This design comes from an exercise in tuning for small area and a short achievable clock period on the open sky130 flow, not from production work.
Function was checked by simulation only, so behaviour that the tests miss may differ from the original.
Power is estimated from default activity; no workload was simulated.

Design enigma_top, start of the top module:
module enigma_top (
    input  wire       clk,
    input  wire       srstn,
    input  wire       load_i,
    input  wire       encrypt_i,
    input  wire [5:0] code_i,
    output wire [5:0] code_o,
    output wire       code_valid_o
);
Size in the first run: ~2300 cells after synthesis, roughly 420 flip-flops, roughly 17 I/O pins, about 21000 sq um of cells after synthesis.
Settings: LEC_CHECK=0, CAP_MARGIN=20, CORE_MARGIN=2, CORE_UTILIZATION=60, CTS_BUF_LIST=sky130_fd_sc_hd__clkbuf_16, CTS_CLUSTER_DIAMETER=100, CTS_CLUSTER_SIZE=22, SETUP_SLACK_MARGIN=2.8, SLEW_MARGIN=20; clock period 6.0 ns.
run.sh (not shown) runs the stock make flow with config.mk's settings and CLKGATE_MAP_FILE= SYNTH_SCRIPT=/design/flow/synth_recipe.tcl, a recipe that flattens the netlist after the stock synthesis.
The baseline finished with timing, DRC and antenna clean.
Rerun with:
Settings changed: SETUP_SLACK_MARGIN 2.8 to 2.5.
- cell area fell by 3.4%
- routed wire length fell by 5.3%
- maximum frequency fell by 1.5%
- utilization fell by 2.3 points
- setup slack got worse by 0.052 ns
- clock-buffer cell count stays the same

* * *

enigma_top, a different RTL version from the one above (not shown whole).
For scale: ~2,100 cells after synthesis, ~17 I/O pins, roughly 22,000 sq um of cells after synthesis.
Settings: LEC_CHECK=0, CAP_MARGIN=20, CORE_MARGIN=2, CORE_UTILIZATION=60, SETUP_SLACK_MARGIN=3.5, SLEW_MARGIN=20; clock period 6.0 ns.
Next try:
==> flow/flow/run.sh (new file) <==
#!/bin/bash
set -o pipefail
cp standard.sh standard_sh.log
export BUFFER_PORTS_ARGS="-buffer_cell sky130_fd_sc_hd__buf_4"
bash standard.sh > standard.log 2>&1
==> flow/standard.sh (new file) <==
#!/bin/bash
# synth_recipe.tcl (not shown) runs the flow's synth.tcl, then flattens the netlist and writes it again
# the make line also repeats each setting of config.mk as NAME=value (left out here)
make -C /OpenROAD-flow-scripts/flow DESIGN_CONFIG=/design/flow/config.mk WORK_HOME=/design/flow/orfs CLKGATE_MAP_FILE= SYNTH_SCRIPT=/design/flow/synth_recipe.tcl "${@:-finish}"
Settings changed: CTS_BUF_LIST set to sky130_fd_sc_hd__clkbuf_16, CTS_CLUSTER_DIAMETER set to 100, CTS_CLUSTER_SIZE set to 22, SETUP_SLACK_MARGIN 3.5 to 2.5.
removed: flow/run.sh
- setup slack is worse by 0.032 ns
- count of clock-buffer cells in the layout is lower by 44
- power is lower by 27%
- maximum frequency fell by 0.93%
- wire length came out lower by 24%
- sequential share of layout area is higher by 7.3 points
- synthesized cell count is unchanged
Next try:
==> flow/run.sh (new file) <==
#!/bin/bash
# synth_recipe.tcl (not shown) runs the flow's synth.tcl, then flattens the netlist and writes it again
# the make line also repeats each setting of config.mk as NAME=value (left out here)
make -C /OpenROAD-flow-scripts/flow DESIGN_CONFIG=/design/flow/config.mk WORK_HOME=/design/flow/orfs CLKGATE_MAP_FILE= SYNTH_SCRIPT=/design/flow/synth_recipe.tcl finish
removed: flow/flow/run.sh
removed: flow/standard.sh
=> Power goes up by 4.3%; register-to-register slack improves by 0.03 ns; final area went up by about 2%; first-iteration DRC count went up by about 5%; utilization increases by 1.4 points; hold slack stays flat; via count came out higher by 0.62%; worst setup slack gains 0.033 ns.

* * *

Starting RTL as in the previous note.
==> flow/config.mk <==
export PLATFORM = sky130hd
export DESIGN_NAME = enigma_top
export DESIGN_NICKNAME = enigma_top
export VERILOG_FILES = /design/flow/design.v
export SDC_FILE = /design/flow/constraint.sdc
export NUM_CORES = 4
export LEC_CHECK = 0
export ABC_AREA = 1
export CAP_MARGIN = 20
export CORE_MARGIN = 2
export CORE_UTILIZATION = 60
export CTS_BUF_LIST = sky130_fd_sc_hd__clkbuf_16
export CTS_CLUSTER_DIAMETER = 100
export CTS_CLUSTER_SIZE = 22
export SETUP_SLACK_MARGIN = 3.0
export SLEW_MARGIN = 20
==> flow/constraint.sdc <==
create_clock -name core_clock -period 6.0 [get_ports {clk}]
set_input_delay 1.2000 -clock core_clock [delete_from_list [all_inputs] [get_ports {clk}]]
set_output_delay 1.2000 -clock core_clock [all_outputs]
set_load 0.01 [all_outputs]
Stock flow here: none of the scripts above is used.
The first run completed without violations.
==> next run, changes <==
ABC_AREA = unset   (was 1)
CORE_UTILIZATION = 70   (was 60)
CTS_CLUSTER_SIZE = 26   (was 22)
SETUP_SLACK_MARGIN = 2.5   (was 3.0)
Sequential share of layout area went up by 4.3 points.
Clock power drops by about 6%.
Final cell count goes down by 40%.
Combinational power shrinks by about 2%.
Count of clock-buffer cells in the layout falls by 2.
Area after synthesis is lower by 10%.
==> next run, changes <==
CORE_UTILIZATION = 60   (was 70)
CTS_BUF_LIST = unset   (was sky130_fd_sc_hd__clkbuf_16)
CTS_CLUSTER_DIAMETER = unset   (was 100)
CTS_CLUSTER_SIZE = unset   (was 26)
=> Non-clock buffer count grows by 4. Power rises by about a fifth. Global-route usage came out lower by 6.4 points. Critical path depth goes down by 3. Sequential power barely changes. Cell count increases by a few percent. Setup slack loses 0.030 ns.

-- afterwards: timing with drivers on the ports --
The flow's constraints put no driver on any port. The routed layouts listed below were extracted and timed again, unchanged, in two steps. Step 1, drivers: a clkbuf_16 drives clk and a buf_2 each remaining input, both assumed. Step 2 times the ports against the registers' clock, not the clock port: input delays grow and output delays shrink by t, the midpoint of the rising clock arrivals with the driver on. Slacks: ideal / step 1 / step 2; pairs: ideal / step 1.
run | t (ns) | setup slack, ns | worst hold slack (ns) | worst register clock-pin slew, ns
the first run of note 1 | 0.638 | 2.594 / 2.538 / 2.245 | 0.413 / 0.413 / 0.413 | 0.10 / 0.10
the second run of note 1 | 0.629 | 2.543 / 2.483 / 1.952 | 0.415 / 0.415 / 0.415 | 0.10 / 0.10
the first run of note 2 | 0.666 | 2.553 / 2.498 / 1.958 | 0.370 / 0.370 / 0.370 | 0.08 / 0.08
the second run of note 2 | 0.649 | 2.520 / 2.503 / 1.921 | 0.357 / 0.357 / 0.357 | 0.10 / 0.10
the third run of note 2 | 0.633 | 2.553 / 2.520 / 2.071 | 0.359 / 0.359 / 0.359 | 0.10 / 0.10
the first run of note 3 | 0.649 | 2.595 / 2.536 / 2.366 | 0.345 / 0.345 / 0.345 | 0.10 / 0.10
the second run of note 3 | 0.606 | 2.483 / 2.483 / 1.913 | 0.368 / 0.368 / 0.368 | 0.11 / 0.11
the third run of note 3 | 0.651 | 2.453 / 2.453 / 1.988 | 0.375 / 0.375 / 0.375 | 0.07 / 0.07
After both steps setup and hold are still met in every run listed. The setup slack of the second run of note 2, which loses most, moves by -0.017 ns with the drivers and by -0.599 ns with both steps.
